This is an optimization exercise on Yosys and OpenROAD, whose aim is small area, not a production implementation. Only simulation tests tie the RTL to the original design; equivalence was not proved. Power figures rest on the tool's default switching activity, not on a simulated workload.

==> flow/config.mk <==
export PLATFORM = sky130hd
export DESIGN_NAME = gba_loader_top
export DESIGN_NICKNAME = gba_loader_top
export VERILOG_FILES = /design/flow/design.v
export SDC_FILE = /design/flow/constraint.sdc
export NUM_CORES = 4
export LEC_CHECK = 0
export CAP_MARGIN = 20
export CORE_MARGIN = 2
export CORE_UTILIZATION = 50
export SLEW_MARGIN = 20
==> flow/standard.sh <==
#!/bin/bash
# synth_recipe.tcl (not shown) runs the flow's synth.tcl, then flattens the netlist and writes it again
# the make line also repeats each setting of config.mk as NAME=value (left out here)
make -C /OpenROAD-flow-scripts/flow DESIGN_CONFIG=/design/flow/config.mk WORK_HOME=/design/flow/orfs CLKGATE_MAP_FILE= SYNTH_SCRIPT=/design/flow/synth_recipe.tcl "${@:-finish}"
==> flow/flow/run.sh <==
#!/bin/bash
# The standard layout with these changes:
#  - synthesis maps logic with an area-recovering ABC script (flow/abc_area.script,
#    used through ABC_AREA=1 from a copy of ORFS's scripts folder); the rest of
#    the synthesis script is unchanged, so the registers are the same;
#  - each port is buffered by the smallest buffer (buf_1) instead of the one
#    buffer_ports picks by default;
#  - buffers left in the netlist by synthesis are removed before placement;
#  - the clock tree is built without dummy loads.
# Each step's full output is in its own log here and under orfs/logs.
set -euo pipefail
cd "$(dirname "$0")/.."
W=$PWD
rm -rf "$W/scripts_area"
cp -r "$FLOW_HOME/scripts" "$W/scripts_area"
cp "$W/flow/abc_area.script" "$W/scripts_area/abc_area.script"
SCRIPTS_DIR="$W/scripts_area" ABC_AREA=1 bash standard.sh synth > synth.log 2>&1
export BUFFER_PORTS_ARGS="-buffer_cell sky130_fd_sc_hd__buf_1"
export REMOVE_ABC_BUFFERS=1
# Clock tree: the standard arguments and config.mk's CTS settings, without dummy loads
export CTS_ARGS="-sink_clustering_enable -repair_clock_nets -sink_clustering_size 28 -sink_clustering_max_diameter 100 -buf_list sky130_fd_sc_hd__clkbuf_16 -root_buf sky130_fd_sc_hd__clkbuf_8 -tree_buf sky130_fd_sc_hd__clkbuf_8 -dont_use_dummy_load"
bash standard.sh > standard.log 2>&1
==> flow/constraint.sdc <==
create_clock -name core_clock -period 5.5 [get_ports {clk_sys}]
set_input_delay 1.1000 -clock core_clock [delete_from_list [all_inputs] [get_ports {clk_sys}]]
set_output_delay 1.1000 -clock core_clock [all_outputs]
set_load 0.01 [all_outputs]
==> flow/design.v <==
`default_nettype none
package gba_loader_pkg;
	localparam int ADDR_W      = 27;                 
	localparam int DATA_W      = 16;                 
	localparam int BIOS_ADDR_W = 12;                 
	localparam logic [7:0] IDX_BIOS  = 8'd0;         
	localparam logic [7:0] IDX_CHEAT = 8'd255;       
	localparam logic [ADDR_W-1:0] ROM_BASE_RESET = ADDR_W'('hC0000);  
	localparam int ROM_CREDITS   = 2;                
	localparam int CHEAT_CREDITS = 1;                
	localparam int TITLE_ADDR = 'hA0;
	localparam int TITLE_LEN  = 12;
	localparam logic [71:0] FLASH_MARKER = "FLASH1M_V";  
	typedef struct packed {
		logic              active;                   
		logic [7:0]        index;                    
		logic [ADDR_W-1:0] addr;                     
		logic [DATA_W-1:0] data;                     
		logic              wr;                       
	} ioctl_t;
	typedef struct packed {
		logic [ADDR_W-1:0] addr;                     
		logic [DATA_W-1:0] data;
	} rom_wr_t;
	typedef struct packed {
		logic                   wr;
		logic [BIOS_ADDR_W-1:0] addr;                
		logic [31:0]            data;
	} bios_wr_t;
	typedef struct packed {
		logic [31:0] flags;
		logic [31:0] address;
		logic [31:0] compare;
		logic [31:0] replace;
	} cheat_code_t;
	typedef struct packed {
		logic sram_off;                              
		logic memory_remap;                          
		logic gpio;                                  
		logic tilt;
		logic solar;
	} quirk_t;
	typedef struct packed {
		logic              loaded;
		logic [1:0]        cart_type;
		logic              flash_1m;
		quirk_t            quirks;
		logic [ADDR_W-1:0] last_addr;
	} cart_info_t;
	typedef struct packed {
		logic              homebrew_bios;            
		logic              cheats_off;
		logic [ADDR_W-1:0] rom_base;
	} cfg_t;
	typedef struct packed {
		logic        wr;
		logic [1:0]  addr;
		logic [31:0] data;
	} reg_req_t;
endpackage
`default_nettype wire
localparam int QUIRK_W       = 96 + 5;
localparam int QUIRK_ENTRIES = 15;
localparam logic [QUIRK_ENTRIES*QUIRK_W-1:0] QUIRK_TABLE = {
	{"ROCKY BOXING",             5'b10000},    
	{"DBZ LGCYGOKU",             5'b10000},
	{"IRIDIONII", 24'h0,         5'b10000},
	{"BOMBER MAN", 16'h0,        5'b11000},    
	{"CASTLEVANIA", 8'h0,        5'b11000},
	{"SUPER MARIO", 8'h0,        5'b11000},
	{"ZELDA 1", 40'h0,           5'b11000},
	{"SUPER MARIO2",             5'b11000},
	{"POKEMON EMER",             5'b00100},    
	{"POKEMON RUBY",             5'b00100},
	{"POKEMON SAPP",             5'b00100},
	{"BOKTAI", 48'h0,            5'b00101},    
	{"WARIOTWISTED",             5'b00100},    
	{"YOSHI TOPSY", 8'h0,        5'b00010},
	{"HAPPYPANECHU",             5'b00010}
};
`timescale 1ns/1ps
`default_nettype none
module cart_header_scan (
	input  wire        clk_sys,
	input  wire [5:0]  slot_we,       
	input  wire [15:0] data,
	output logic [2:0] quirk_code     
);
	wire lo_00 = (data[7:0] == 8'h00);
	wire lo_20 = (data[7:0] == 8'h20);
	wire lo_31 = (data[7:0] == 8'h31);
	wire lo_41 = (data[7:0] == 8'h41);
	wire lo_42 = (data[7:0] == 8'h42);
	wire lo_43 = (data[7:0] == 8'h43);
	wire lo_44 = (data[7:0] == 8'h44);
	wire lo_45 = (data[7:0] == 8'h45);
	wire lo_47 = (data[7:0] == 8'h47);
	wire lo_48 = (data[7:0] == 8'h48);
	wire lo_49 = (data[7:0] == 8'h49);
	wire lo_4b = (data[7:0] == 8'h4b);
	wire lo_4c = (data[7:0] == 8'h4c);
	wire lo_4d = (data[7:0] == 8'h4d);
	wire lo_4e = (data[7:0] == 8'h4e);
	wire lo_4f = (data[7:0] == 8'h4f);
	wire lo_50 = (data[7:0] == 8'h50);
	wire lo_52 = (data[7:0] == 8'h52);
	wire lo_53 = (data[7:0] == 8'h53);
	wire lo_54 = (data[7:0] == 8'h54);
	wire lo_56 = (data[7:0] == 8'h56);
	wire lo_57 = (data[7:0] == 8'h57);
	wire lo_58 = (data[7:0] == 8'h58);
	wire lo_59 = (data[7:0] == 8'h59);
	wire lo_5a = (data[7:0] == 8'h5a);
	wire hi_00 = (data[15:8] == 8'h00);
	wire hi_20 = (data[15:8] == 8'h20);
	wire hi_32 = (data[15:8] == 8'h32);
	wire hi_41 = (data[15:8] == 8'h41);
	wire hi_42 = (data[15:8] == 8'h42);
	wire hi_43 = (data[15:8] == 8'h43);
	wire hi_44 = (data[15:8] == 8'h44);
	wire hi_45 = (data[15:8] == 8'h45);
	wire hi_47 = (data[15:8] == 8'h47);
	wire hi_48 = (data[15:8] == 8'h48);
	wire hi_49 = (data[15:8] == 8'h49);
	wire hi_4b = (data[15:8] == 8'h4b);
	wire hi_4d = (data[15:8] == 8'h4d);
	wire hi_4e = (data[15:8] == 8'h4e);
	wire hi_4f = (data[15:8] == 8'h4f);
	wire hi_50 = (data[15:8] == 8'h50);
	wire hi_52 = (data[15:8] == 8'h52);
	wire hi_53 = (data[15:8] == 8'h53);
	wire hi_54 = (data[15:8] == 8'h54);
	wire hi_55 = (data[15:8] == 8'h55);
	wire hi_59 = (data[15:8] == 8'h59);
	logic [3:0] enc0, code0;
	always_comb begin
		enc0 = 4'd0;
		enc0 = enc0 | ({4{lo_42 & hi_4f}} & 4'd7);
		enc0 = enc0 | ({4{lo_43 & hi_41}} & 4'd3);
		enc0 = enc0 | ({4{lo_44 & hi_42}} & 4'd2);
		enc0 = enc0 | ({4{lo_48 & hi_41}} & 4'd11);
		enc0 = enc0 | ({4{lo_49 & hi_52}} & 4'd4);
		enc0 = enc0 | ({4{lo_50 & hi_4f}} & 4'd14);
		enc0 = enc0 | ({4{lo_52 & hi_4f}} & 4'd1);
		enc0 = enc0 | ({4{lo_53 & hi_55}} & 4'd8);
		enc0 = enc0 | ({4{lo_57 & hi_41}} & 4'd9);
		enc0 = enc0 | ({4{lo_59 & hi_4f}} & 4'd10);
		enc0 = enc0 | ({4{lo_5a & hi_45}} & 4'd6);
	end
	always_ff @(posedge clk_sys) if (slot_we[0]) code0 <= enc0;
	logic [3:0] enc1, code1;
	always_comb begin
		enc1 = 4'd0;
		enc1 = enc1 | ({4{lo_43 & hi_4b}} & 4'd1);
		enc1 = enc1 | ({4{lo_49 & hi_44}} & 4'd4);
		enc1 = enc1 | ({4{lo_4b & hi_45}} & 4'd14);
		enc1 = enc1 | ({4{lo_4b & hi_54}} & 4'd7);
		enc1 = enc1 | ({4{lo_4c & hi_44}} & 4'd6);
		enc1 = enc1 | ({4{lo_4d & hi_42}} & 4'd5);
		enc1 = enc1 | ({4{lo_50 & hi_45}} & 4'd8);
		enc1 = enc1 | ({4{lo_50 & hi_50}} & 4'd11);
		enc1 = enc1 | ({4{lo_52 & hi_49}} & 4'd9);
		enc1 = enc1 | ({4{lo_53 & hi_48}} & 4'd10);
		enc1 = enc1 | ({4{lo_53 & hi_54}} & 4'd3);
		enc1 = enc1 | ({4{lo_5a & hi_20}} & 4'd2);
	end
	always_ff @(posedge clk_sys) if (slot_we[1]) code1 <= enc1;
	logic [3:0] enc2, code2;
	always_comb begin
		enc2 = 4'd0;
		enc2 = enc2 | ({4{lo_41 & hi_20}} & 4'd6);
		enc2 = enc2 | ({4{lo_41 & hi_49}} & 4'd7);
		enc2 = enc2 | ({4{lo_45 & hi_52}} & 4'd5);
		enc2 = enc2 | ({4{lo_49 & hi_20}} & 4'd10);
		enc2 = enc2 | ({4{lo_49 & hi_4f}} & 4'd4);
		enc2 = enc2 | ({4{lo_4c & hi_45}} & 4'd3);
		enc2 = enc2 | ({4{lo_4c & hi_47}} & 4'd2);
		enc2 = enc2 | ({4{lo_4d & hi_4f}} & 4'd14);
		enc2 = enc2 | ({4{lo_4f & hi_54}} & 4'd9);
		enc2 = enc2 | ({4{lo_52 & hi_20}} & 4'd8);
		enc2 = enc2 | ({4{lo_59 & hi_20}} & 4'd1);
		enc2 = enc2 | ({4{lo_59 & hi_50}} & 4'd11);
	end
	always_ff @(posedge clk_sys) if (slot_we[2]) code2 <= enc2;
	logic [3:0] enc3, code3;
	always_comb begin
		enc3 = 4'd0;
		enc3 = enc3 | ({4{lo_00 & hi_00}} & 4'd7);
		enc3 = enc3 | ({4{lo_20 & hi_4d}} & 4'd5);
		enc3 = enc3 | ({4{lo_31 & hi_00}} & 4'd6);
		enc3 = enc3 | ({4{lo_41 & hi_4e}} & 4'd11);
		enc3 = enc3 | ({4{lo_42 & hi_4f}} & 4'd1);
		enc3 = enc3 | ({4{lo_43 & hi_59}} & 4'd2);
		enc3 = enc3 | ({4{lo_4d & hi_41}} & 4'd8);
		enc3 = enc3 | ({4{lo_4e & hi_20}} & 4'd14);
		enc3 = enc3 | ({4{lo_4e & hi_49}} & 4'd4);
		enc3 = enc3 | ({4{lo_54 & hi_4f}} & 4'd10);
		enc3 = enc3 | ({4{lo_56 & hi_41}} & 4'd3);
		enc3 = enc3 | ({4{lo_57 & hi_49}} & 4'd9);
	end
	always_ff @(posedge clk_sys) if (slot_we[3]) code3 <= enc3;
	logic [3:0] enc4, code4;
	always_comb begin
		enc4 = 4'd0;
		enc4 = enc4 | ({4{lo_00 & hi_00}} & 4'd7);
		enc4 = enc4 | ({4{lo_41 & hi_4e}} & 4'd5);
		enc4 = enc4 | ({4{lo_45 & hi_43}} & 4'd11);
		enc4 = enc4 | ({4{lo_45 & hi_4d}} & 4'd12);
		enc4 = enc4 | ({4{lo_47 & hi_4f}} & 4'd2);
		enc4 = enc4 | ({4{lo_49 & hi_00}} & 4'd4);
		enc4 = enc4 | ({4{lo_4e & hi_49}} & 4'd3);
		enc4 = enc4 | ({4{lo_50 & hi_53}} & 4'd10);
		enc4 = enc4 | ({4{lo_52 & hi_49}} & 4'd8);
		enc4 = enc4 | ({4{lo_52 & hi_55}} & 4'd13);
		enc4 = enc4 | ({4{lo_53 & hi_41}} & 4'd14);
		enc4 = enc4 | ({4{lo_53 & hi_54}} & 4'd9);
		enc4 = enc4 | ({4{lo_58 & hi_49}} & 4'd1);
	end
	always_ff @(posedge clk_sys) if (slot_we[4]) code4 <= enc4;
	logic [3:0] enc5, code5;
	always_comb begin
		enc5 = 4'd0;
		enc5 = enc5 | ({4{lo_00 & hi_00}} & 4'd7);
		enc5 = enc5 | ({4{lo_41 & hi_00}} & 4'd3);
		enc5 = enc5 | ({4{lo_42 & hi_59}} & 4'd13);
		enc5 = enc5 | ({4{lo_45 & hi_44}} & 4'd9);
		enc5 = enc5 | ({4{lo_45 & hi_52}} & 4'd12);
		enc5 = enc5 | ({4{lo_48 & hi_55}} & 4'd11);
		enc5 = enc5 | ({4{lo_4b & hi_55}} & 4'd2);
		enc5 = enc5 | ({4{lo_4e & hi_47}} & 4'd1);
		enc5 = enc5 | ({4{lo_4f & hi_00}} & 4'd8);
		enc5 = enc5 | ({4{lo_4f & hi_32}} & 4'd8);
		enc5 = enc5 | ({4{lo_50 & hi_50}} & 4'd14);
		enc5 = enc5 | ({4{lo_59 & hi_00}} & 4'd10);
	end
	always_ff @(posedge clk_sys) if (slot_we[5]) code5 <= enc5;
	logic [3:0] ent;
	logic [5:0] ok;
	logic [2:0] qc;
	assign ent = (code1 == 4'd14) ? code4 : code1;
	assign ok[0] = ((code0 ^ ent) & ((code0 == 4'd7) ? 4'b1101 : (code0 == 4'd14) ? 4'b1100 : 4'b1111)) == 4'd0;
	assign ok[1] = ((code1 ^ ent) & ((code1 == 4'd14) ? 4'b1100 : 4'b1111)) == 4'd0;
	assign ok[2] = ((code2 ^ ent) & ((code2 == 4'd14) ? 4'b1100 : 4'b1111)) == 4'd0;
	assign ok[3] = ((code3 ^ ent) & ((code3 == 4'd14) ? 4'b1100 : 4'b1111)) == 4'd0;
	assign ok[4] = ((code4 ^ ent) & ((code4 == 4'd7) ? 4'b1110 : 4'b1111)) == 4'd0;
	assign ok[5] = ((code5 ^ ent) & ((code5 == 4'd7) ? 4'b1100 : 4'b1111)) == 4'd0;
	always_comb begin
		case (ent)
			4'd1: qc = 3'b100;
			4'd2: qc = 3'b100;
			4'd3: qc = 3'b110;
			4'd4: qc = 3'b100;
			4'd5: qc = 3'b110;
			4'd6: qc = 3'b110;
			4'd7: qc = 3'b011;
			4'd8: qc = 3'b110;
			4'd9: qc = 3'b001;
			4'd10: qc = 3'b010;
			4'd11: qc = 3'b010;
			4'd12: qc = 3'b001;
			4'd13: qc = 3'b001;
			4'd14: qc = 3'b001;
			default: qc = 3'b000;
		endcase
	end
	assign quirk_code = (&ok) ? qc : 3'b000;
endmodule
`default_nettype wire
`timescale 1ns/1ps
`default_nettype none
module gba_loader_top (
	input  logic         clk_sys,
	input  logic         reset,
	input  logic         ioctl_active,
	input  logic [7:0]   ioctl_index,
	input  logic [26:0]  ioctl_addr,
	input  logic [15:0]  ioctl_data,
	input  logic         ioctl_wr,
	output logic         ioctl_wait,
	output logic         rom_valid,
	output logic [26:0]  rom_addr,
	output logic [15:0]  rom_data,
	input  logic         rom_credit,
	output logic         cheat_valid,
	output logic [127:0] cheat_code,
	input  logic         cheat_credit,
	output logic         cheat_clear,
	output logic         bios_wr,
	output logic [11:0]  bios_addr,
	output logic [31:0]  bios_data,
	input  logic         reg_wr,
	input  logic [1:0]   reg_addr,
	input  logic [31:0]  reg_wdata,
	output logic [31:0]  reg_rdata
);
	logic idx_bios, idx_cheat, cart_now, beat, cart_beat, cheat_beat;
	assign idx_bios   = (ioctl_index == 8'd0);
	assign idx_cheat  = (ioctl_index == 8'd255);
	assign cart_now   = ioctl_active && !idx_bios && !idx_cheat;
	assign beat       = ioctl_active && ioctl_wr;
	assign cart_beat  = beat && !idx_bios && !idx_cheat;
	assign cheat_beat = beat && idx_cheat;
	logic        homebrew;
	logic        cheats_off;
	logic [26:0] rom_base;
	always_ff @(posedge clk_sys) begin
		if (reset) begin
			homebrew   <= 1'b0;
			cheats_off <= 1'b0;
			rom_base   <= 27'hC0000;
		end else if (reg_wr) begin
			if (reg_addr == 2'd0) begin
				homebrew   <= reg_wdata[0];
				cheats_off <= reg_wdata[1];
			end
			if (reg_addr == 2'd1) rom_base <= reg_wdata[26:0];
		end
	end
	logic        full0, full1;       
	logic        rv;                 
	logic        move;               
	logic [1:0]  rom_out;            
	logic [26:0] a0, a1;
	logic [15:0] d0, d1;
	logic [26:0] base_g;
	logic [26:0] sum;
	assign base_g = {rom_base[26:14], rom_base[13:1] & {13{!idx_bios}}, rom_base[0]};
	assign sum    = {ioctl_addr[26:1] + base_g[26:1], base_g[0]};
	assign move   = full1 && (!full0 || rv);
	always_ff @(posedge clk_sys) begin
		if (reset) begin
			full0   <= 1'b0;
			full1   <= 1'b0;
			rv      <= 1'b0;
			rom_out <= 2'd0;
		end else begin
			full1   <= cart_beat || (full1 && !move);
			full0   <= move || (full0 && !rv);
			rv      <= !rv && (full0 || full1) && (rom_out != 2'd2);   
			rom_out <= rom_out + 2'(rv) - 2'(rom_credit);
		end
	end
	always_ff @(posedge clk_sys) begin
		if (move) begin
			a0 <= a1;
			d0 <= d1;
		end
		if (beat) a1 <= idx_bios ? {ioctl_data[15:3], sum[13:2], ioctl_data[2:1]} : sum;
		if (beat && !(idx_bios && ioctl_addr[1])) d1 <= ioctl_data;
	end
	assign rom_valid = rv;
	assign rom_addr  = a0;
	assign rom_data  = d0;
	logic        bios_wr_q;
	logic        cheat_q;            
	always_ff @(posedge clk_sys) begin
		bios_wr_q <= beat && idx_bios && ioctl_addr[1] && !homebrew;
	end
	assign bios_wr   = bios_wr_q;
	assign bios_addr = a1[13:2];
	assign bios_data = {a1[26:14], a1[1:0], cheat_q, d1};
	logic [15:0] ch0, ch1, ch2, ch3, ch4, ch5, ch6;    
	logic        cp;                 
	logic        cv;
	logic        cheat_out;          
	logic        cheat_push;
	assign cheat_push = cheat_beat && (ioctl_addr[3:1] == 3'd7) && !cheats_off;
	always_ff @(posedge clk_sys) begin
		if (cheat_beat) begin
			case (ioctl_addr[3:1])
				3'd0: ch0 <= ioctl_data;
				3'd1: ch1 <= ioctl_data;
				3'd2: ch2 <= ioctl_data;
				3'd3: ch3 <= ioctl_data;
				3'd4: ch4 <= ioctl_data;
				3'd5: ch5 <= ioctl_data;
				3'd6: ch6 <= ioctl_data;
				default: ;
			endcase
		end
	end
	always_ff @(posedge clk_sys) begin
		if (reset) begin
			cp        <= 1'b0;
			cv        <= 1'b0;
			cheat_out <= 1'b0;
		end else begin
			cp        <= cheat_push || (cp && !cv);
			cv        <= cp && !cv && !cheat_out;
			cheat_out <= cv || (cheat_out && !cheat_credit);
		end
	end
	assign cheat_valid = cv;
	assign cheat_code  = {ch1, ch0, ch3, ch2, ch5, ch4, d1, ch6};
	assign ioctl_wait  = (full0 && full1) || cp;
	logic cart_q, clear_q;
	always_ff @(posedge clk_sys) begin
		cart_q  <= cart_now;
		cheat_q <= ioctl_active && (idx_bios ? ioctl_data[0] : idx_cheat);
		clear_q <= ioctl_active && idx_cheat && !cheat_q;
	end
	assign cheat_clear = clear_q;
	logic [8:0] m0, m1;              
	logic [3:0] ms, ms1, ms2;
	logic       hit0, hit1;
	always_comb begin
		for (int k = 0; k < 9; k++) begin
			m0[k] = (ioctl_data[7:0]  == 8'("FLASH1M_V" >> (8 * (8 - k))));
			m1[k] = (ioctl_data[15:8] == 8'("FLASH1M_V" >> (8 * (8 - k))));
		end
	end
	always_comb begin
		ms1  = {3'd0, m0[0]};
		hit0 = 1'b0;
		case (ms)
			4'd0: if (m0[0]) ms1 = 4'd1;
			4'd1: if (m0[1]) ms1 = 4'd2;
			4'd2: if (m0[2]) ms1 = 4'd3;
			4'd3: if (m0[3]) ms1 = 4'd4;
			4'd4: if (m0[4]) ms1 = 4'd5;
			4'd5: if (m0[5]) ms1 = 4'd6;
			4'd6: if (m0[6]) ms1 = 4'd7;
			4'd7: if (m0[7]) ms1 = 4'd8;
			4'd8: hit0 = m0[8];
			default: ;
		endcase
		ms2  = {3'd0, m1[0]};
		hit1 = 1'b0;
		case (ms1)
			4'd0: if (m1[0]) ms2 = 4'd1;
			4'd1: if (m1[1]) ms2 = 4'd2;
			4'd2: if (m1[2]) ms2 = 4'd3;
			4'd3: if (m1[3]) ms2 = 4'd4;
			4'd4: if (m1[4]) ms2 = 4'd5;
			4'd5: if (m1[5]) ms2 = 4'd6;
			4'd6: if (m1[6]) ms2 = 4'd7;
			4'd7: if (m1[7]) ms2 = 4'd8;
			4'd8: hit1 = m1[8];
			default: ;
		endcase
	end
	always_ff @(posedge clk_sys) begin
		if (reset)          ms <= 4'd0;
		else if (cart_beat) ms <= ms2;
	end
	logic [5:0] slot_we;
	logic       title_end;
	logic [2:0] quirk_hit;
	always_comb begin
		for (int j = 0; j < 6; j++)
			slot_we[j] = cart_beat && (ioctl_addr[26:1] == 26'((8'hA0 >> 1) + j));
	end
	assign title_end = (ioctl_addr[26:1] == 26'(8'hAC >> 1));
	cart_header_scan cart_header_scan_i (
		.clk_sys, .slot_we, .data (ioctl_data), .quirk_code (quirk_hit)
	);
	logic        loaded;
	logic        last_valid;
	logic [1:0]  cart_type;
	logic        flash_1m;
	logic [2:0]  quirks;            
	logic [4:0]  quirk_flags;
	logic [26:0] last_addr;
	always_ff @(posedge clk_sys) begin
		if (reset) begin
			loaded     <= 1'b0;
			last_valid <= 1'b0;
		end else begin
			if (cart_now && !cart_q) loaded <= 1'b1;
			if (cart_q && !ioctl_active) last_valid <= 1'b1;
		end
	end
	always_ff @(posedge clk_sys) begin
		if (cart_now && !cart_q) begin
			cart_type <= ioctl_index[7:6];
			flash_1m  <= 1'b0;
			quirks    <= 3'd0;
		end
		if (cart_q && !ioctl_active) last_addr <= ioctl_addr;
		if (cart_beat && (hit0 || hit1)) flash_1m <= 1'b1;
		if (cart_beat && title_end) quirks <= quirk_hit;
	end
	assign quirk_flags = {quirks[2], quirks[2] && quirks[1], quirks[0],
	                      quirks[1] && !quirks[2] && !quirks[0], quirks[1] && quirks[0]};
	always_comb begin
		case (reg_addr)
			2'd0:    reg_rdata = {30'd0, cheats_off, homebrew};
			2'd1:    reg_rdata = {5'd0, rom_base};
			2'd2:    reg_rdata = loaded ? {23'd0, quirk_flags, flash_1m, cart_type, 1'b1} : 32'd0;
			default: reg_rdata = last_valid ? {5'd0, last_addr} : 32'd0;
		endcase
	end
endmodule
`default_nettype wire
==> flow/flow/abc_area.script <==
&get -n
&st
&dch -f
&nf -R 1000
&st
&dch -f
&nf -R 1000
&put
==> out/qor.csv, run 1 <==
stage,metric,value,unit
hold_path,hold_class,reg -> reg,
placement,port_buffers,333,
run_status,status,no timing/DRC/antenna violations,
grt,grt_max_degree,44,
logic_synthesis,netlist.top_cell.by_area,edfxtp_1,
critical_path,cpMaxStageDelayCell,a2111oi_0,
layout,layout.cells.non_filler,1731,
logic_synthesis,syn_area_per_cell,12.4,µm²
logic_synthesis,synth_cell_types,53,
floorplanning,initial_core_util,50.7,%
sta,hold_viol_final,0,
logic_synthesis,synth_ff_type,edfxtp_1,
layout,final_cell_mix,"buf_1 (332), edfxtp_1 (254), nand2_1 (153)",
clocking,worstSkewPairLatency,540,ps
critical_path,end_kind,flop,
sta,rsz0062_at_grt,no,
grt,grt_pass1_vias,9203,
detailed_routing,routed_wl,39700,µm
grt,grtUsageTotal,28.9,%
clocking,clkSlewWorstSetupHoldPaths,110,ps
pwr,p_per_area,266,nW/µm²
critical_path,crit_family,compound AO/OA/AOI/OAI gates,
clocking,cts_setup_buffers,0,
layout,multi_input_area,3990,µm²
logic_synthesis,synth_top_area_share,59.9,%
logic_synthesis,yosysSeqAreaShare,67.5,%
clocking,clockRootBuffer,clkbuf_8,
detailed_routing,drc,0,
sta,drv_slew,0,
detailed_routing,detail_route.vias_per_cell,5.82,
logic_synthesis,synthCells,1027,
logic_synthesis,synthesis.area,12700,µm²
pwr,p_leak,4.87,nW
logic_synthesis,yosysWarnings,2,
placement,place_inst,1716,
sta,tightest_slew,1050,ps
logic_synthesis,synth.area.top_cells,"edfxtp_1 (60%), dfxtp_1 (7.6%), nand2_1 (4.5%)",
grt,use_met2,47.3,%
floorplanning,pin_count,344,
logic_synthesis,async_reset_ff_share,0,%
pwr,worst_ir_drop_vdd,0.000254,V
sta,fin_crit,5150,ps
critical_path,crit_chain,buf_1 -> nor4_1 -> nand2_1 -> buf_4 -> and2_0 -> ha_1 -> a21oi_1 -> nand2_1 -> a31oi_1 -> nor3_1 -> a2111oi_0 -> buf_4 -> nor3_1 -> a2111oi_0 -> buf_4 -> nor3_1 -> nor2_1 -> o21ai_0 -> a31oi_1 -> xor2_1 -> o21ai_0,
logic_synthesis,synth_edf_count,254,
clocking,ctsHoldBuffers,0,
grt,overflow,0,
placement,routabilityCongestion,0.983,
floorplanning,fp-row-count,58,
layout,ff_latch_area,8590,µm²
clocking,cts_resized,0,
layout,nFillCells,2183,
layout,nets,1522,
detailed_routing,num_vias,10082,
layout,post-route-cell-area,14900,µm²
clocking,cts_tree,yes,
placement,post-dp-hpwl,29500,µm
job,cap_viol_max_count,0,
clocking,numCtsBuffers,14,
detailed_routing,ant_nets,0,
floorplanning,die_area,26700,µm²
sta,finalSetupTns,0,ps
grt,grt_util_met3,3.40,%
critical_path,crit_required,5790,ps
critical_path,path_class,in -> reg,
grt,antenna_found_initial,0,
floorplanning,die_h,164,µm
detailed_routing,drtPass1Iterations,5,
clocking,htreeDepth,1,
sta,setup_viol,0,
detailed_routing,wl_per_cell,22.9,µm
grt,grt-busiest-layer,met2,
critical_path,start_kind,input pin,
clocking,clockBufferDepth,3,
layout,area_growth,17.3,%
grt,grt_first_pass_wirelength,57400,µm
detailed_routing,first_iter_violations,986,
sta,skew,10.7,ps
sta,fin_crit_sh,93.6,%
grt,grt_use_met1,41.3,%
layout,final_common_cell,buf_1,
logic_synthesis,ys_ff_latch,302,
critical_path,critPathMaxStageDelay,540,ps
critical_path,cp.arrival,5440,ps
critical_path,path_buf_inv,4,
layout,layout-drive-gt1-share,4.79,%
floorplanning,die_width,164,µm
placement,placedInstanceArea,14600,µm²
critical_path,crit_fanout,23,
clocking,cts_sinks,302,
floorplanning,coreArea,25100,µm²
sta,fmax,0.194,GHz
sta,max_slew_margin,30.2,%
==> cells by family (layout without fill, tap and decap cells) <==
logic type                 after synthesis  in the layout  share of synthesized area [%]
other                                    1              6                         0.0295
buffers and inverters                   32            401                           1.59
DFF                                    302            302                           67.5
and+or+nand+nor                        433            433                           16.0
AOI/OAI and AO/OA                      205            205                           10.3
adders and majority gates               28             28                           2.81
xor gates and xnor gates                26             26                           1.79
==> path summary, 6_finish.rpt <==
kind,startpoint,end,slack (ps),depth (start not counted)
min reg2reg,cheat_out,cv,430,1
max reg2reg,rom_base[2],a1[24],1360,19
max,ioctl_index[0],a1[24],350,21
min,cheat_out,cv,430,1
==> cell type report <==
cell class | instances | share of cell area, %
diodes | 1 | 0.0168
clock buffers | 14 | 2.12
inverters | 10 | 0.251
multi-input cells | 697 | 26.7
flip-flops and latches | 302 | 57.5
well taps | 330 | 2.77
repair buffers | 377 | 10.6
==> flip-flops by register name (all words and copies together), names as in the netlist, 27 cells and up <==
name       flops
a0            27
a1            27
last_addr     27
rom_base      27
==> stage by stage <==
step | worst slack (ps) | power, mW | hold slack, ps | util (%)
2_1_floorplan | -163 | 2.78 | 398 | -
3_3_place_gp | -157 | 2.96 | 409 | 58.1
3_5_place_dp | -137 | 2.97 | 416 | 58.1
4_1_cts | 427 | 4.00 | 427 | 59.4
5_1_grt | 51.0 | 4.11 | 437 | 59.4
6_report | 352 | 3.97 | 428 | 59.4
==> synthesized netlist by cell type, types with 4 or more instances <==
library cell  number
buf_4             22
nor3_1            32
xor2_1            10
edfxtp_1         254
nor2_1            97
or4_1              4
o2111ai_1          4
nor4_1            17
clkinv_1          10
a221oi_1           6
o21ai_0           38
and3_1             7
or2_0              4
nand2_1          154
nand4_1           17
a2111oi_0          4
nand2b_1          12
nor2b_1           15
o211ai_1           4
a32o_1            19
nand3_1           33
a31oi_1           10
xnor2_1           16
dfxtp_1           48
a21oi_1           81
and2_0            25
a21o_1             5
ha_1              27
a211oi_1           8
==> per-layer routing <==
layer / part of all wire (%) / vias up
met5: 0 / -
met4: 2.4 / 0
li1: - / 4606
met1: 42 / 4884
met3: 7.9 / 64
met2: 48 / 528
==> power breakdown <==
part           internal, mW  total (mW)  switching, mW  leakage (nW)
clock                 0.411        1.05          0.644         0.157
combinational         0.108       0.339          0.231          2.05
sequential             2.54        2.58         0.0404          2.66
==> run 2, diff against run 1 <==
--- a/flow/flow/run.sh
+++ b/flow/flow/run.sh
@@ -20,3 +20,4 @@
 # Clock tree: the standard arguments and config.mk's CTS settings, without dummy loads
 export CTS_ARGS="-sink_clustering_enable -repair_clock_nets -sink_clustering_size 28 -sink_clustering_max_diameter 100 -buf_list sky130_fd_sc_hd__clkbuf_16 -root_buf sky130_fd_sc_hd__clkbuf_8 -tree_buf sky130_fd_sc_hd__clkbuf_8 -dont_use_dummy_load"
+export GPL_KEEP_OVERFLOW=0
 bash standard.sh > standard.log 2>&1
--- a/flow/config.mk
+++ b/flow/config.mk
@@ -8,4 +8,4 @@
 export CAP_MARGIN = 20
 export CORE_MARGIN = 2
-export CORE_UTILIZATION = 50
+export CORE_UTILIZATION = 60
 export SLEW_MARGIN = 20
==> out/qor.csv, run 2 <==
stage,metric,value,unit
run_status,status,no timing/DRC/antenna violations,
detailed_routing,num_vias,10347,
sta,fin_crit,5150,ps
floorplanning,pin_count,344,
detailed_routing,detail_route.vias_per_cell,6.28,
placement,routabilityCongestion,1.03,
sta,hold_viol_final,0,
detailed_routing,first_iter_violations,1312,
critical_path,cpMaxStageDelayCell,a2111oi_4,
floorplanning,fp-row-count,53,
layout,nets,1495,
critical_path,crit_chain,buf_1 -> nor4_4 -> nand2_4 -> and2_0 -> ha_1 -> a211oi_1 -> nor2_1 -> nand3_1 -> nand2_1 -> a31oi_1 -> nor3_1 -> a2111oi_4 -> nor3_1 -> a2111oi_4 -> nor3_1 -> nor2_1 -> o21ai_0 -> a31oi_1 -> xor2_1 -> o21ai_0,
clocking,clockRootBuffer,clkbuf_8,
layout,area_growth,16.9,%
logic_synthesis,synth_commonest_cells,"edfxtp_1 (254), nand2_1 (154), nor2_1 (97)",
grt,grt_pass1_vias,9513,
grt,grt-busiest-layer,met2,
logic_synthesis,yosysMostFrequentCell,edfxtp_1,
floorplanning,initial_core_util,60.9,%
hold_path,hold_class,reg -> reg,
critical_path,crit_fanout,15,
clocking,clkSlewWorstSetupHoldPaths,100,ps
critical_path,critPathMaxStageDelay,480,ps
layout,final_cell_mix,"buf_1 (332), edfxtp_1 (254), nand2_1 (152)",
logic_synthesis,yosysSeqAreaShare,67.5,%
critical_path,cp.arrival,5420,ps
clocking,cts_sinks,302,
detailed_routing,wl_per_cell,24.2,µm
grt,grt_max_degree,32,
logic_synthesis,netlist.top_cell.by_area,edfxtp_1,
floorplanning,die_area,22400,µm²
grt,grt_first_pass_wirelength,56600,µm
floorplanning,die_h,150,µm
critical_path,crit_required,5780,ps
pwr,p_per_area,268,nW/µm²
grt,antenna_found_initial,0,
placement,post-dp-hpwl,29300,µm
floorplanning,coreArea,20900,µm²
placement,port_buffers,333,
grt,grt_use_met1,45.5,%
sta,drv_slew,0,
critical_path,crit_family,compound AO/OA/AOI/OAI gates,
sta,fin_crit_sh,93.6,%
sta,fmax,0.194,GHz
pwr,p_leak,4.82,nW
detailed_routing,drtPass1Iterations,5,
sta,holdWs,435,ps
grt,grtUsageTotal,34.1,%
critical_path,path_class,in -> reg,
layout,layout-drive-gt1-share,3.93,%
logic_synthesis,ys_ff_latch,302,
logic_synthesis,syn_area_per_cell,12.4,µm²
layout,layout.cells.non_filler,1648,
placement,place_ws,-1670,ps
critical_path,cp_common_cell,nor3_1,
logic_synthesis,async_reset_ff_share,0,%
sta,tightest_slew,1110,ps
detailed_routing,drc,0,
logic_synthesis,synth_top_area_share,59.9,%
floorplanning,die_width,150,µm
layout,antennaDiodeCount,0,
logic_synthesis,synthCells,1027,
critical_path,path_buf_inv,1,
placement,place_inst,1631,
job,cap_viol_max_count,0,
clocking,cts_tree,yes,
clocking,htreeDepth,1,
layout,final_common_cell,buf_1,
critical_path,end_kind,flop,
sta,setup_viol,0,
sta,fin_ws,354,ps
detailed_routing,ant_nets,0,
pwr,total_power,3.99,mW
grt,use_met2,56.6,%
logic_synthesis,yosysWarnings,2,
logic_synthesis,synth.area.top_cells,"edfxtp_1 (60%), dfxtp_1 (7.6%), nand2_1 (4.5%)",
logic_synthesis,synth_edf_count,254,
logic_synthesis,synthesis.area,12700,µm²
grt,overflow,0,
logic_synthesis,synth_cell_types,53,
logic_synthesis,synth_ff_type,edfxtp_1,
critical_path,start_kind,input pin,
sta,skew,31.5,ps
clocking,worstSkewPairLatency,550,ps
pwr,worst_ir_drop_vdd,0.000247,V
clocking,clockBufferDepth,3,
detailed_routing,routed_wl,39900,µm
grt,grt_util_met3,5.58,%
sta,max_slew_margin,25.1,%
clocking,numCtsBuffers,14,
[run 2: cell counts after synthesis]
Identical to the previous run, type by type.
[run 2: metrics by stage]
stage	cell area [µm²]	utilization, %	TNS, ps
global route	14900	71.2	-10.9
detailed placement	14500	69.2	-12350
finish	14900	71.2	0
CTS	14800	70.9	0
global placement	14200	67.8	-9110
floorplan	12600	-	-191
[run 2: report_power, final]
part / switching, mW / leakage, nW / internal (mW)
sequential: 0.0388 / 2.66 / 2.54
combinational: 0.244 / 2.00 / 0.108
clock: 0.644 / 0.157 / 0.410
total: 0.927 / 4.82 / 3.06
[run 2: final cells by class]
class                      instances  area, µm²
fill                            1465       6010
clock buffer                      14        317
multi-input combinational        698       4110
inverter                          10       37.5
timing repair buffer             349       1490
sequential                       302       8590
tap                              275        344
[run 2: worst paths after layout]
check	from	to	slack (ps)	cells after the start
setup / recovery	ioctl_index[6]	a1[24]	350	20
hold reg to reg	cheat_out	cv	430	1
hold / removal	cheat_out	cv	430	1
setup reg to reg	rom_base[2]	a1[24]	1320	17
[run 2: cell families after synthesis]
kind of cell / synth area share (%)
AOI/OAI and AO/OA: 10.3
buffers and inverters: 1.59
adders and majority gates: 2.81
other: 0.0295
and+or+nand+nor: 16.0
DFF: 67.5
xor gates and xnor gates: 1.79
[run 2: metal layers]
layer / wire length [µm] / vias to the layer above
li1: - / 4565
met1: 14500 / 4909
met2: 19300 / 748
met3: 4350 / 125
met4: 1740 / 0
met5: 0 / -
[run 2: what timing repair did]
action,in CTS,in global routing
pin swaps,0,4
endpoints found under the setup margin,9,5
hold buffers,0,0
resized for setup,10,5
setup buffers,0,2
gates cloned,0,1
[run 2: worst reg2reg max path: cells and delay by family, from the launching register on]
family,cells,cell delay (ps)
AOI/OAI and AO/OA,7,1990
xor gates and xnor gates,1,170
adders and majority gates,1,260
and+or+nand+nor,8,1130
DFF,1,390
==> run 3, diff against run 2 <==
--- a/flow/flow/run.sh
+++ b/flow/flow/run.sh
@@ -20,4 +20,3 @@
 # Clock tree: the standard arguments and config.mk's CTS settings, without dummy loads
 export CTS_ARGS="-sink_clustering_enable -repair_clock_nets -sink_clustering_size 28 -sink_clustering_max_diameter 100 -buf_list sky130_fd_sc_hd__clkbuf_16 -root_buf sky130_fd_sc_hd__clkbuf_8 -tree_buf sky130_fd_sc_hd__clkbuf_8 -dont_use_dummy_load"
-export GPL_KEEP_OVERFLOW=0
 bash standard.sh > standard.log 2>&1
==> out/qor.csv, run 3 <==
stage,metric,value,unit
logic_synthesis,synth_top_area_share,59.9,%
layout,final_cell_mix,"buf_1 (332), edfxtp_1 (254), nand2_1 (153)",
critical_path,cpMaxStageDelayCell,a2111oi_1,
layout,layout-drive-gt1-share,4.11,%
placement,routabilityCongestion,0.969,
logic_synthesis,synth_cell_types,53,
floorplanning,die_width,150,µm
pwr,p_leak,4.82,nW
sta,tightest_slew,1040,ps
floorplanning,coreArea,20900,µm²
clocking,clockBufferDepth,3,
detailed_routing,wl_per_cell,24.1,µm
floorplanning,pin_count,344,
clocking,htreeDepth,1,
logic_synthesis,synth_edf_count,254,
critical_path,crit_fanout,22,
grt,antenna_found_initial,0,
clocking,clockRootBuffer,clkbuf_8,
critical_path,critPathMaxStageDelay,440,ps
logic_synthesis,ys_ff_latch,302,
detailed_routing,wl_met2,19100,µm
logic_synthesis,syn_area_per_cell,12.4,µm²
sta,hold_viol_final,0,
critical_path,end_kind,flop,
sta,max_slew_margin,30.4,%
layout,area_growth,16.1,%
critical_path,cp.arrival,5430,ps
placement,port_buffers,333,
logic_synthesis,yosysSeqAreaShare,67.5,%
detailed_routing,drtPass1Iterations,5,
logic_synthesis,synthCells,1027,
grt,grtUsageTotal,35.2,%
clocking,ctsHoldBuffers,0,
logic_synthesis,synth_ff_type,edfxtp_1,
detailed_routing,wl_met1,14500,µm
hold_path,hold_class,reg -> reg,
job,cap_viol_max_count,0,
layout,utilization,70.7,%
floorplanning,fp-row-count,53,
floorplanning,die_area,22400,µm²
sta,fin_crit,5120,ps
layout,final_common_cell,buf_1,
detailed_routing,routed_wl,40100,µm
critical_path,path_class,in -> reg,
grt,grt_pass1_vias,9623,
sta,skew,45.2,ps
clocking,cts_tree,yes,
critical_path,crit_required,5800,ps
critical_path,path_buf_inv,4,
logic_synthesis,synth.area.top_cells,"edfxtp_1 (60%), dfxtp_1 (7.6%), nand2_1 (4.5%)",
sta,fin_crit_sh,93.2,%
detailed_routing,ant_nets,0,
logic_synthesis,synthesis.area,12700,µm²
floorplanning,die_h,150,µm
pwr,total_power,3.98,mW
grt,overflow,0,
logic_synthesis,synth_commonest_cells,"edfxtp_1 (254), nand2_1 (154), nor2_1 (97)",
clocking,cts_sinks,302,
sta,setup_viol,0,
detailed_routing,detail_route.vias_per_cell,6.29,
run_status,status,no timing/DRC/antenna violations,
pwr,worst_ir_drop_vdd,0.000230,V
layout,nFillCells,1549,
detailed_routing,first_iter_violations,1306,
placement,post-dp-hpwl,29500,µm
logic_synthesis,yosysMostFrequentCell,edfxtp_1,
grt,grt_max_degree,44,
layout,antennaDiodeCount,0,
clocking,numCtsBuffers,14,
layout,nets,1510,
grt,grt_first_pass_wirelength,58100,µm
logic_synthesis,yosysWarnings,2,
detailed_routing,num_vias,10457,
clocking,worstSkewPairLatency,560,ps
critical_path,crit_family,compound AO/OA/AOI/OAI gates,
sta,fmax,0.195,GHz
sta,drv_slew,0,
logic_synthesis,async_reset_ff_share,0,%
layout,layout.cells.non_filler,1663,
critical_path,start_kind,input pin,
logic_synthesis,netlist.top_cell.by_area,edfxtp_1,
detailed_routing,wl_met3,4690,µm
critical_path,crit_chain,buf_1 -> nor4_1 -> nand2_1 -> buf_4 -> and2_0 -> ha_1 -> a21oi_1 -> nand2_1 -> a31oi_2 -> nor3_1 -> a2111oi_1 -> buf_4 -> nor3_1 -> a2111oi_1 -> buf_4 -> nor3_1 -> nor2_1 -> o21ai_0 -> a31oi_1 -> xor2_1 -> o21ai_0,
placement,place_inst,1649,
pwr,p_per_area,269,nW/µm²
detailed_routing,drc,0,
detailed_routing,top_layer_used,met4,
floorplanning,initial_core_util,60.9,%
sta,rsz0062_at_grt,no,
clocking,clkSlewWorstSetupHoldPaths,100,ps
[run 3: cell counts after synthesis]
No cell type changed its count.
[run 3: final timing paths]
| check | from | end | slack (ps) | depth (start not counted) |
|---|---|---|---|---|
| setup / recovery | ioctl_index[0] | a1[24] | 380 | 21 |
| hold / removal | cheat_out | cv | 430 | 1 |
| setup reg to reg | rom_base[2] | a1[24] | 1310 | 19 |
| hold reg to reg | cheat_out | cv | 430 | 1 |
[run 3: cell families (layout without fill, tap and decap cells)]
family,count (synthesis),in the layout,synth area share (%)
and+or+nand+nor,433,433,16.0
DFF,302,302,67.5
AOI/OAI and AO/OA,205,205,10.3
buffers and inverters,32,389,1.59
adders and majority gates,28,28,2.81
xor gates and xnor gates,26,26,1.79
other,1,5,0.0295
[run 3: per-stage QoR]
step	setup TNS [ps]	area [µm²]	worst slack [ps]	hold slack (ps)
after floorplan	-191	12600	-163	398
after CTS	0	14800	195	434
final	0	14800	376	430
after global placement	-181	14400	-138	408
after global routing	0	14800	4.46	451
after detailed placement	-718	14400	-328	419
[run 3: cell type report]
type | count | area, µm² | share of cell area, %
clock buffer | 14 | 317 | 2.14
inverter | 10 | 37.5 | 0.254
multi-input combinational | 697 | 4000 | 27.1
sequential | 302 | 8590 | 58.1
tap | 275 | 344 | 2.33
timing repair buffer | 365 | 1490 | 10.1
[run 3: power by group]
part | internal [mW] | switching [mW] | total [mW]
Combinational | 0.103 | 0.239 | 0.342
Sequential | 2.54 | 0.0406 | 2.58
Clock | 0.410 | 0.643 | 1.05
[run 3: repair_timing]
action | 4_1_cts | 5_1_grt
buffers inserted | 0 | 0
resized for setup | 0 | 4
setup endpoints to repair | 0 | 4
[run 3: routing by layer]
layer / global-route usage [%] / vias to the layer above
met5: 0 / -
met4: 12.9 / 0
li1: - / 4592
met1: 47.8 / 4923
met3: 5.76 / 128
met2: 57.7 / 814
==> run 4, diff against run 3 <==
--- a/flow/flow/run.sh
+++ b/flow/flow/run.sh
@@ -20,3 +20,4 @@
 # Clock tree: the standard arguments and config.mk's CTS settings, without dummy loads
 export CTS_ARGS="-sink_clustering_enable -repair_clock_nets -sink_clustering_size 28 -sink_clustering_max_diameter 100 -buf_list sky130_fd_sc_hd__clkbuf_16 -root_buf sky130_fd_sc_hd__clkbuf_8 -tree_buf sky130_fd_sc_hd__clkbuf_8 -dont_use_dummy_load"
+export DONT_USE_CELLS="sky130_fd_sc_hd__buf_4 sky130_fd_sc_hd__buf_6 sky130_fd_sc_hd__buf_8 sky130_fd_sc_hd__buf_12 sky130_fd_sc_hd__buf_16"
 bash standard.sh > standard.log 2>&1
==> out/qor.csv, run 4 <==
stage,metric,value,unit
detailed_routing,first_iter_violations,1306,
logic_synthesis,async_reset_ff_share,0,%
clocking,cts_setup_buffers,0,
logic_synthesis,synth_cell_types,53,
hold_path,holdPathStages,1,
floorplanning,pin_count,344,
placement,post-dp-hpwl,29500,µm
critical_path,crit_required,5800,ps
hold_path,hold_class,reg -> reg,
logic_synthesis,synth.area.top_cells,"edfxtp_1 (60%), dfxtp_1 (7.6%), nand2_1 (4.5%)",
detailed_routing,ant_nets,0,
layout,ff_latch_area,8590,µm²
logic_synthesis,synth_edf_count,254,
sta,drv_slew,0,
placement,routabilityCongestion,0.969,
run_status,status,no timing/DRC/antenna violations,
logic_synthesis,yosysSeqAreaShare,67.5,%
clocking,ctsHoldBuffers,0,
critical_path,rr_startpoint,rom_base[2],
logic_synthesis,ys_ff_latch,302,
sta,fin_crit,5120,ps
layout,area_growth,16.1,%
pwr,worst_ir_drop_vdd,0.000230,V
critical_path,crit_chain,buf_1 -> nor4_1 -> nand2_1 -> buf_4 -> and2_0 -> ha_1 -> a21oi_1 -> nand2_1 -> a31oi_2 -> nor3_1 -> a2111oi_1 -> buf_4 -> nor3_1 -> a2111oi_1 -> buf_4 -> nor3_1 -> nor2_1 -> o21ai_0 -> a31oi_1 -> xor2_1 -> o21ai_0,
grt,grt_pass1_vias,9623,
grt,antenna_found_initial,0,
logic_synthesis,yosysWarnings,2,
sta,max_slew_margin,30.4,%
clocking,clockRootBuffer,clkbuf_8,
sta,skew,45.2,ps
grt,grt_max_degree,44,
clocking,clockBufferDepth,3,
logic_synthesis,synthesis.area,12700,µm²
grt,grtUsageTotal,35.2,%
logic_synthesis,netlist.top_cell.by_area,edfxtp_1,
placement,port_buffers,333,
layout,layout.cells.non_filler,1663,
critical_path,r2r_cells,19,
floorplanning,coreArea,20900,µm²
clocking,cts_sinks,302,
critical_path,path_class,in -> reg,
clocking,numCtsBuffers,14,
critical_path,ff2ff_setup_slack,1310,ps
clocking,worstSkewPairLatency,560,ps
pwr,p_leak,4.82,nW
critical_path,start_kind,input pin,
detailed_routing,drtPass1Iterations,5,
hold_path,worstHoldEndpoint,cv,
clocking,cts_tree,yes,
pwr,swShare,23.2,%
layout,antennaDiodeCount,0,
logic_synthesis,synthCells,1027,
critical_path,critPathMaxStageDelay,440,ps
pwr,p_comb_share,8.6,%
clocking,htreeDepth,1,
logic_synthesis,yosysMostFrequentCell,edfxtp_1,
sta,hold_viol_final,0,
floorplanning,fp-row-count,53,
layout,nets,1510,
sta,rsz0062_at_grt,no,
hold_path,hold_start,cheat_out,
floorplanning,die_h,150,µm
pwr,p_clk_share,26.5,%
critical_path,path_buf_inv,4,
detailed_routing,num_vias,10457,
layout,utilization,70.7,%
sta,setup_viol,0,
grt,grt_first_pass_wirelength,58100,µm
layout,layout-drive-gt1-share,4.11,%
clocking,clkSlewWorstSetupHoldPaths,100,ps
sta,fin_crit_sh,93.2,%
pwr,p_per_area,269,nW/µm²
floorplanning,die_width,150,µm
critical_path,crit_fanout,22,
floorplanning,initial_core_util,60.9,%
critical_path,crit_family,compound AO/OA/AOI/OAI gates,
pwr,total_power,3.98,mW
detailed_routing,routed_wl,40100,µm
detailed_routing,detail_route.vias_per_cell,6.29,
logic_synthesis,synth_top_area_share,59.9,%
critical_path,cpMaxStageDelayCell,a2111oi_1,
logic_synthesis,syn_area_per_cell,12.4,µm²
job,cap_viol_max_count,0,
pwr,p_int,3.05,mW
layout,multi_input_area,4000,µm²
layout,final_common_cell,buf_1,
critical_path,r2r-end,a1[24],
grt,overflow,0,
pwr,power.switching,923,µW
floorplanning,die_area,22400,µm²
sta,finalSetupTns,0,ps
logic_synthesis,synth_commonest_cells,"edfxtp_1 (254), nand2_1 (154), nor2_1 (97)",
layout,final_cell_mix,"buf_1 (332), edfxtp_1 (254), nand2_1 (153)",
layout,nFillCells,1549,
critical_path,end_kind,flop,
critical_path,cp.arrival,5430,ps
detailed_routing,drc,0,
placement,place_inst,1649,
sta,tightest_slew,1040,ps
sta,fmax,0.195,GHz
pwr,seqPwrFrac,64.9,%
logic_synthesis,synth_ff_type,edfxtp_1,
detailed_routing,wl_per_cell,24.1,µm
-- run 4: how the worst max path moves through the flow --
stage               endpoint  cells past startpoint  slack (ps)            from
floorplan             a1[24]                     19        -160  ioctl_index[0]
global placement      a1[24]                     21        -140  ioctl_index[0]
detailed placement    a1[24]                     21        -330  ioctl_index[4]
CTS                   a1[24]                     21         200  ioctl_index[4]
global route          a1[24]                     22           4  ioctl_index[0]
finish                a1[24]                     21         380  ioctl_index[0]
-- run 4: kinds of logic after synthesis --
group	count (synthesis)	share of synthesized area (%)
AND/OR/NAND/NOR	433	16.0
buffers and inverters	32	1.59
adder cells (fa/ha/maj)	28	2.81
other	1	0.0295
XOR/XNOR	26	1.79
AO/OA/AOI/OAI	205	10.3
flip-flops	302	67.5
-- run 4: repair_timing --
action	in CTS	in global routing
setup endpoints to repair	0	4
hold endpoints to repair	0	0
resized for setup	0	4
-- run 4: metrics by stage --
step	hold WS, ps	area (µm²)	setup slack (ps)
3_3_place_gp	408	14400	-138
6_report	430	14800	376
3_5_place_dp	419	14400	-328
5_1_grt	451	14800	4.46
4_1_cts	434	14800	195
2_1_floorplan	398	12600	-163
-- run 4: cell type report --
| cell class | instances | share of cell area (%) |
|---|---|---|
| Inverter | 10 | 0.254 |
| Tap cell | 275 | 2.33 |
| Clock buffer | 14 | 2.14 |
| Timing Repair Buffer | 365 | 10.1 |
| Sequential cell | 302 | 58.1 |
| Multi-Input combinational cell | 697 | 27.1 |
-- run 4: per-layer routing --
layer  vias up  share of wire, %  GRT usage [%]
li1       4592                 -              -
met1      4923                36           47.8
met2       814                48           57.7
met3       128                12           5.76
met4         0               4.4           12.9
met5         -                 0              0
-- run 4: power groups by stage --
stage,combinational [mW],clock (mW),sequential (mW)
2_1_floorplan,0.143,0,2.64
3_3_place_gp,0.323,0,2.63
3_5_place_dp,0.333,0,2.63
4_1_cts,0.335,1.06,2.58
5_1_grt,0.373,1.13,2.59
6_report,0.342,1.05,2.58

## static timing again, ports no longer ideal
No port has a modelled driver above. Below, the same layouts with a new extraction and two added sets of constraints. Step 1 (the two cells are an assumption about what drives the block):
set clk [get_ports {clk_sys}]
set_driving_cell -lib_cell sky130_fd_sc_hd__clkbuf_16 $clk
set_driving_cell -lib_cell sky130_fd_sc_hd__buf_2 [delete_from_list [all_inputs] $clk]
Step 2, shift: input delay + t, output delay - t, t = (earliest + latest rising clock arrival at the registers) / 2. This alone moves slack from input paths to output paths. Three values: ideal ports, drivers, drivers and shift; two values: the first two.
run	t, ns	setup WS [ns]	worst hold slack (ns)	worst setup path at the end	pins driven straight from the clock port
run 1	0.583	0.352 / 0.380 / -0.202	0.428 / 0.428 / 0.428	input to register	1
run 2	0.582	0.354 / 0.380 / -0.202	0.435 / 0.435 / 0.435	input to register	1
run 3	0.574	0.376 / 0.398 / -0.175	0.430 / 0.430 / 0.430	input to register	1
run 4	0.574	0.376 / 0.398 / -0.175	0.430 / 0.430 / 0.430	input to register	1
With both steps, setup timing fails in every run listed, where it was met with ideal ports. For run 2, which loses most, drivers alone change the setup slack by +0.026 ns; drivers and shift together by -0.556 ns.
